Context: an optimization exercise on an open-source flow, tuned for small area, a short achievable clock period and few clock cycles per item. The choices shown serve that exercise and are no tape-out recipe. Where RTL was checked, it was by simulation tests only, not by an equivalence proof against the original. Power is estimated from default activity; no workload was simulated.

## comp_mult_top
module comp_mult_top
#(
    parameter logic [15:0] APB_BASE = '0   
) (
    input  logic        clk,
    input  logic        rst_n,
    input  logic [15:0] paddr,
    input  logic        pwrite,
    input  logic [15:0] pwdata,
    input  logic        psel,
    output logic        pready,
    output logic [15:0] prdata,
    output logic        pslverr,
    output logic        mem_ce,
    output logic        mem_we,
    output logic [15:0] mem_addr,
    output logic [7:0]  mem_wr_data,
    input  logic [7:0]  mem_rd_data
);
    logic [15:0] ofs_full;
    logic [2:0]  ofs;
    logic        in_range;
    logic        acc_ok;
    logic        wr_en;
    logic [15:0] num;        
    logic        num_nz;     
    logic        busy;       
    logic        done;
    logic        rd_q;       
    assign ofs_full = paddr - APB_BASE;
    assign in_range = (ofs_full[15:3] == 13'd0);
    assign ofs      = ofs_full[2:0];
    always_comb begin
        case (ofs)
            3'd0, 3'd1, 3'd2, 3'd3, 3'd4: acc_ok = pwrite;
            3'd5:                         acc_ok = 1'b1;
            3'd6:                         acc_ok = ~pwrite;
            default:                      acc_ok = 1'b0;
        endcase
    end
    assign wr_en = psel & pwrite & in_range & acc_ok;
    logic [15:0] wdat;
    logic        w_op1, w_op2, w_res, w_num, w_clr;
    always_ff @(posedge clk) begin
        wdat    <= pwdata;
        w_op1   <= wr_en & (ofs == 3'd0);
        w_op2   <= wr_en & (ofs == 3'd1);
        w_res   <= wr_en & (ofs == 3'd2);
        w_clr   <= wr_en & (ofs == 3'd5) & ~pwdata[0];
    end
    always_ff @(posedge clk or negedge rst_n) begin
        if (!rst_n)
            w_num <= 1'b0;
        else
            w_num <= wr_en & (ofs == 3'd3);
    end
    logic go;
    assign go     = wr_en & (ofs == 3'd4) & pwdata[0] & ~busy
                  & (w_num ? (wdat != 16'd0) : num_nz);
    assign pready = 1'b1;
    assign prdata = {15'd0, rd_q};
    always_ff @(posedge clk) begin
        rd_q <= ofs[1] ? busy : (done & ~w_clr);
    end
    logic [4:0]  jc;
    logic [9:0]  s;          
    logic        lastf;      
    logic        f0;         
  ...
==> flow/config.mk <==
export PLATFORM = sky130hd
export DESIGN_NAME = comp_mult_top
export DESIGN_NICKNAME = comp_mult_top
export VERILOG_FILES = /design/flow/design.v
export SDC_FILE = /design/flow/constraint.sdc
export NUM_CORES = 4
export LEC_CHECK = 0
export ABC_AREA = 1
export CAP_MARGIN = 20
export CORE_MARGIN = 2
export CORE_UTILIZATION = 40
export CTS_BUF_LIST = sky130_fd_sc_hd__clkbuf_16
export CTS_CLUSTER_DIAMETER = 200
export CTS_CLUSTER_SIZE = 30
export SETUP_SLACK_MARGIN = 4.0
export SLEW_MARGIN = 20
==> flow/constraint.sdc <==
create_clock -name core_clock -period 6.5 [get_ports {clk}]
set_input_delay 1.3000 -clock core_clock [delete_from_list [all_inputs] [get_ports {clk}]]
set_output_delay 1.3000 -clock core_clock [all_outputs]
set_load 0.01 [all_outputs]
standard.sh (not shown) runs the stock make flow with config.mk's settings and CLKGATE_MAP_FILE= SYNTH_SCRIPT=/design/flow/synth_recipe.tcl, a recipe that flattens the netlist after the stock synthesis.
==> flow/flow/run.sh <==
#!/bin/bash
# standard layout, with plain buffers on the ports
set -euo pipefail
bash standard.sh BUFFER_PORTS_ARGS="-buffer_cell sky130_fd_sc_hd__buf_2" finish > standard.log 2>&1
The starting point completed without violations.
Testbench counts at the start, summed over its fixed seeds: cycles 22,492, items 2,070.
Change:
CTS_CLUSTER_DIAMETER = 180   (was 200)
CTS_CLUSTER_SIZE = 28   (was 30)
PLACE_DENSITY = 0.7   (was default)
The new run went through all stages and came out clean. Design area goes up by 0.75%. Power grows by about 3.3%. Register-to-register slack improves by 0.06 ns. Worst hold slack improved by 0.016 ns. Synthesized cell count does not change. Synthesized area does not change. Setup slack degrades by 0.0075 ns. Wire length is higher by about 1.1%. Global-route usage barely changes.
Change:
SETUP_SLACK_MARGIN = 4.07   (was 4.0)
=>
- clock skew stays flat
- clock-buffer cell count stays the same
- non-clock buffer count increases by 3
- die area does not change
Change:
SETUP_SLACK_MARGIN = 3.95   (was 4.07)
What happened: Sequential share of layout area rises by 0.56 points. Design area falls slightly. Clock power rises slightly. Non-clock buffer count falls by 8. Setup slack degrades by 0.035 ns. Power falls by a few percent. Register-to-register slack improves by 0.02 ns. Count of clock-buffer cells in the layout stays the same. Utilization falls by 0.66 points. Worst hold slack improves by 0.030 ns. Maximum frequency falls slightly.

========
The RTL this note starts from:
==> flow/design.v <==
`timescale 1ns/1ps
package cmul_types_pkg;
    localparam int ELEM_W    = 8;    
    localparam int RES_W     = 18;   
    localparam int RES_BYTES = 3;    
    localparam int ADDR_W    = 16;   
    localparam int REG_W     = 16;   
    typedef logic signed [ELEM_W-1:0] elem_t;       
    typedef logic signed [RES_W-1:0]  res_t;        
    typedef logic [ADDR_W-1:0]        addr_t;       
    typedef logic [REG_W-1:0]         reg_t;        
    typedef logic [2:0]               byte_cnt_t;   
endpackage
`timescale 1ns/1ps
package cmul_regmap_pkg;
    typedef enum logic [2:0] {
        OFS_OP1    = 3'd0,   
        OFS_OP2    = 3'd1,   
        OFS_RES    = 3'd2,   
        OFS_NUM_OP = 3'd3,   
        OFS_START  = 3'd4,   
        OFS_STATUS = 3'd5,   
        OFS_STATE  = 3'd6    
    } reg_offset_e;
    localparam int STS_DONE_BIT = 0;
    typedef enum logic [1:0] {
        ST_IDLE   = 2'd0,
        ST_RD_OPS = 2'd1,   
        ST_WORK   = 2'd2,   
        ST_WR_RES = 2'd3    
    } ctrl_state_e;
    localparam int OP_RD_BYTES  = 4;   
    localparam int RES_WR_BYTES = 6;   
    localparam int OP_STRIDE    = 2;   
    localparam int RES_STRIDE   = 6;   
endpackage
`timescale 1ns/1ps
module comp_mult_top
#(
    parameter logic [15:0] APB_BASE = '0   
) (
    input  logic        clk,
    input  logic        rst_n,
    input  logic [15:0] paddr,
    input  logic        pwrite,
    input  logic [15:0] pwdata,
    input  logic        psel,
    output logic        pready,
    output logic [15:0] prdata,
    output logic        pslverr,
    output logic        mem_ce,
    output logic        mem_we,
    output logic [15:0] mem_addr,
    output logic [7:0]  mem_wr_data,
    input  logic [7:0]  mem_rd_data
);
    logic [15:0] ofs_full;
    logic [2:0]  ofs;
    logic        in_range;
    logic        acc_ok;
    logic        wr_en;
    logic [15:0] op1_ptr;    
    logic [15:0] op2_ptr;    
    logic [15:0] res_ptr;    
    logic [15:0] num;        
    logic        num_ok;     
    logic        busy;       
    logic        done;
    logic        rd_q;       
    assign ofs_full = paddr - APB_BASE;
    assign in_range = (ofs_full[15:3] == 13'd0);
    assign ofs      = ofs_full[2:0];
    always_comb begin
        case (ofs)
            3'd0, 3'd1, 3'd2, 3'd3, 3'd4: acc_ok = pwrite;
            3'd5:                         acc_ok = 1'b1;
            3'd6:                         acc_ok = ~pwrite;
            default:                      acc_ok = 1'b0;
        endcase
    end
    assign wr_en = psel & pwrite & in_range & acc_ok;
    logic go;
    logic clr;
    assign go  = wr_en & (ofs == 3'd4) & pwdata[0] & ~busy & num_ok & (num != 16'd0);
    assign clr = wr_en & (ofs == 3'd5) & ~pwdata[0];
    assign pready = 1'b1;
    assign prdata = {15'd0, rd_q};
    always_ff @(posedge clk) begin
        rd_q <= ofs[1] ? busy : done;
    end
    logic [4:0]  jc;
    logic [9:0]  s;          
    logic        lastf;      
    logic        f0;         
    logic        fend;
    logic        fin;
    assign s[0] = ~jc[4] & ~jc[0];
    assign s[1] =  jc[0] & ~jc[1];
    assign s[2] =  jc[1] & ~jc[2];
    assign s[3] =  jc[2] & ~jc[3];
    assign s[4] =  jc[3] & ~jc[4];
    assign s[5] =  jc[4] &  jc[0];
    assign s[6] = ~jc[0] &  jc[1];
    assign s[7] = ~jc[1] &  jc[2];
    assign s[8] = ~jc[2] &  jc[3];
    assign s[9] = ~jc[3] &  jc[4];
    assign fend    = lastf ? s[6] : s[9];
    assign fin     = busy & lastf & fend;
    logic o_rd1, o_rd2, o_ce, o_we;
    logic num_nz;
    logic rd1_n, rd2_n, wr_n;
    assign num_nz = (num != 16'd0);
    assign rd1_n  = go | (busy & ~lastf & (s[0] | (s[9] & num_nz)));
    assign rd2_n  = busy & ~lastf & (s[1] | s[2]);
    assign wr_n   = busy & (lastf ? (s[0] | s[1] | s[2] | s[3] | s[4] | s[5])
                                  : (~f0 & (s[3] | s[4] | s[5] | s[6] | s[7] | s[8])));
    always_ff @(posedge clk or negedge rst_n) begin
        if (!rst_n) begin
            o_ce <= 1'b0;
            o_we <= 1'b0;
        end else begin
            o_ce <= rd1_n | rd2_n | wr_n;
            o_we <= wr_n;
        end
    end
    always_ff @(posedge clk) begin
        o_rd1 <= rd1_n;
        o_rd2 <= rd2_n;
    end
    assign mem_ce   = o_ce;
    assign mem_we   = o_we;
    assign mem_addr = o_rd1 ? op1_ptr : (o_rd2 ? op2_ptr : res_ptr);
    logic [15:0] addr_inc;
    logic [15:0] ptr_d;
    assign addr_inc = mem_addr + 16'd1;
    assign ptr_d    = busy ? addr_inc : pwdata;
    always_ff @(posedge clk) begin
        if ((wr_en & (ofs == 3'd0)) | o_rd1)       op1_ptr <= ptr_d;
        if ((wr_en & (ofs == 3'd1)) | o_rd2)       op2_ptr <= ptr_d;
        if ((wr_en & (ofs == 3'd2)) | o_we)           res_ptr <= ptr_d;
        if (wr_en & (ofs == 3'd3))
            num <= pwdata;
        else if (busy & ~lastf & s[3])
            num <= num - 16'd1;
    end
    always_ff @(posedge clk) begin
        if (go) begin
            jc    <= 5'd0;
            f0    <= 1'b1;
            lastf <= 1'b0;
        end else if (fend) begin
            jc    <= 5'd0;
            f0    <= 1'b0;
            lastf <= (num == 16'd0);
        end else begin
            jc    <= {jc[3:0], ~jc[4]};
        end
    end
    always_ff @(posedge clk or negedge rst_n) begin
        if (!rst_n) begin
            num_ok  <= 1'b0;
            busy    <= 1'b0;
            done    <= 1'b0;
            pslverr <= 1'b0;
        end else begin
            pslverr <= psel & ~(in_range & acc_ok);
            if (wr_en & (ofs == 3'd3))
                num_ok <= 1'b1;
            if (go)
                busy <= 1'b1;
            else if (fin)
                busy <= 1'b0;
            if (fin)
                done <= 1'b1;
            else if (clr)
                done <= 1'b0;
        end
    end
    logic signed [7:0]  opa;    
    logic signed [7:0]  opb;    
    logic signed [7:0]  opc;    
    logic signed [7:0]  opd;    
    logic signed [11:0] prod;   
    logic               p_hi;   
    logic signed [16:0] xr;     
    logic signed [16:0] yr;
    always_ff @(posedge clk) begin
        if (s[1]) opa <= mem_rd_data;
        if (s[2]) opb <= mem_rd_data;
        if (s[3]) opc <= mem_rd_data;
        if (s[4]) opd <= mem_rd_data;
    end
    logic sel_b;                  
    logic [1:0] bneg, bone, btwo;   
    logic acc_x, acc_y, acc_first;   
    logic       nx_d, nx_hi, nx_neg;
    logic [7:0] nx_src;
    logic [3:0] nx_nib;
    logic       nx_m1;
    logic [2:0] trip0, trip1;
    assign nx_d   = s[6] | s[7] | s[0] | s[1];
    assign nx_hi  = s[5] | s[7] | s[9] | s[1];
    assign nx_neg = s[0] | s[1];
    assign nx_src = nx_d ? opd : opc;
    assign nx_nib = nx_hi ? nx_src[7:4] : nx_src[3:0];
    assign nx_m1  = nx_hi & nx_src[3];
    assign trip0  = {nx_nib[1:0], nx_m1};
    assign trip1  = nx_nib[3:1];
    always_ff @(posedge clk) begin
        sel_b   <= s[4] | s[5] | s[0] | s[1];
        bone[0] <= trip0[1] ^ trip0[0];
        btwo[0] <= (trip0[2] & ~trip0[1] & ~trip0[0]) | (~trip0[2] & trip0[1] & trip0[0]);
        bneg[0] <= (trip0[2] & ~(trip0[1] & trip0[0])) ^ nx_neg;
        bone[1] <= trip1[1] ^ trip1[0];
        btwo[1] <= (trip1[2] & ~trip1[1] & ~trip1[0]) | (~trip1[2] & trip1[1] & trip1[0]);
        bneg[1] <= (trip1[2] & ~(trip1[1] & trip1[0])) ^ nx_neg;
        p_hi    <= s[6] | s[8] | s[0] | s[2];
        acc_y     <= s[5] | s[6] | s[7] | s[8];                     
        acc_x     <= s[9] | s[0] | s[1] | s[2];                     
        acc_first <= s[5] | s[9];                                   
    end
    logic signed [7:0] mul_a;
    logic [8:0]  pm0, pm1, px0, px1;
    logic [11:0] row0, row1, row2;
    assign mul_a = sel_b ? opb : opa;
    assign pm0   = bone[0] ? {mul_a[7], mul_a} : (btwo[0] ? {mul_a, 1'b0} : 9'd0);
    assign pm1   = bone[1] ? {mul_a[7], mul_a} : (btwo[1] ? {mul_a, 1'b0} : 9'd0);
    assign px0   = pm0 ^ {9{bneg[0]}};
    assign px1   = pm1 ^ {9{bneg[1]}};
    assign row0  = {{3{px0[8]}}, px0};
    assign row1  = {px1[8], px1, 1'b0, bneg[0]};
    assign row2  = {9'd0, bneg[1], 2'b00};
    logic signed [16:0] acc_in;
    logic signed [16:0] p_ext;
    logic signed [16:0] sum;
    assign acc_in = acc_first ? 17'sd0 : (acc_y ? yr : xr);
    assign p_ext  = p_hi ? {prod[11], prod, 4'd0} : {{5{prod[11]}}, prod};
    assign sum    = acc_in + p_ext;
    always_ff @(posedge clk) begin
        prod <= row0 + row1 + row2;
        if (acc_y) yr <= sum;
        if (acc_x) xr <= sum;
    end
    logic [5:0] wb;   
    assign wb[0] = lastf ? s[1] : s[4];
    assign wb[1] = lastf ? s[2] : s[5];
    assign wb[2] = lastf ? s[3] : s[6];
    assign wb[3] = lastf ? s[4] : s[7];
    assign wb[4] = lastf ? s[5] : s[8];
    assign wb[5] = lastf ? s[6] : s[9];
    always_comb begin
        mem_wr_data = ({8{wb[0]}} & yr[7:0])
                    | ({8{wb[1]}} & yr[15:8])
                    | ({8{wb[2]}} & {6'd0, yr[16], yr[16]})
                    | ({8{wb[3]}} & xr[7:0])
                    | ({8{wb[4]}} & xr[15:8])
                    | ({8{wb[5]}} & {6'd0, xr[16], xr[16]});
    end
endmodule
export LEC_CHECK = 0
export CAP_MARGIN = 20
export CORE_MARGIN = 2
export CORE_UTILIZATION = 40
export CTS_BUF_LIST = sky130_fd_sc_hd__clkbuf_4 sky130_fd_sc_hd__clkbuf_8
export CTS_CLUSTER_DIAMETER = 60
export CTS_CLUSTER_SIZE = 30
export SETUP_SLACK_MARGIN = 3.6
export SLEW_MARGIN = 20
create_clock -name core_clock -period 6.5 [get_ports {clk}]
Scripts as last shown in full above: flow/flow/run.sh
Then changed:
CTS_BUF_LIST = not set   (was sky130_fd_sc_hd__clkbuf_4 sky130_fd_sc_hd__clkbuf_8)
CTS_CLUSTER_DIAMETER = not set   (was 60)
CTS_CLUSTER_SIZE = not set   (was 30)
SETUP_SLACK_MARGIN = not set   (was 3.6)
The changed run passed the timing, DRC and antenna checks.
Power is higher by 17%.
Final area went down by 7.6%.
Global-route usage drops by 0.52 points.
Core utilization is lower by 3.7 points.
Cell count fell by 4.3%.
Synthesized cell count is unchanged.
Combinational power fell by 5.7%.
No functional check of the RTL was part of any run of this note.

==> re-timing with driven ports <==
The flow's constraints put no driver on any port. The routed layouts listed below were extracted and timed again, unchanged, in two steps. Step 1, drivers: a clkbuf_16 drives clk and a buf_2 each remaining input, both assumed. Step 2 adds t to the input delays and takes it off the output delays; t is the mean of the earliest and latest rising clock arrival at the registers after step 1. Input paths then give back, and output paths get back, about the clock's delay inside the block. Three values: ideal, step 1, step 2; two values: the first two.
| run | t, ns | slack for setup (ns) | latest minus earliest clock arrival (ns) |
|---|---|---|---|
| the first run of note 1 | 0.518 | 4.085 / 4.039 / 3.751 | 0.028 / 0.028 |
| the second run of note 1 | 0.502 | 4.077 / 4.032 / 3.764 | 0.033 / 0.033 |
| the third run of note 1 | 0.496 | 4.101 / 4.074 / 3.787 | 0.035 / 0.034 |
| the fourth run of note 1 | 0.502 | 4.065 / 4.021 / 3.745 | 0.033 / 0.033 |
| the first run of note 2 | 0.508 | 3.456 / 3.414 / 3.379 | 0.026 / 0.026 |
| the second run of note 2 | 0.478 | 2.374 / 2.327 / 2.805 | 0.019 / 0.019 |
After both steps setup and hold are still met in every run listed. For the first run of note 1, which loses most, drivers alone change the setup slack by -0.046 ns; drivers and shift together by -0.334 ns.
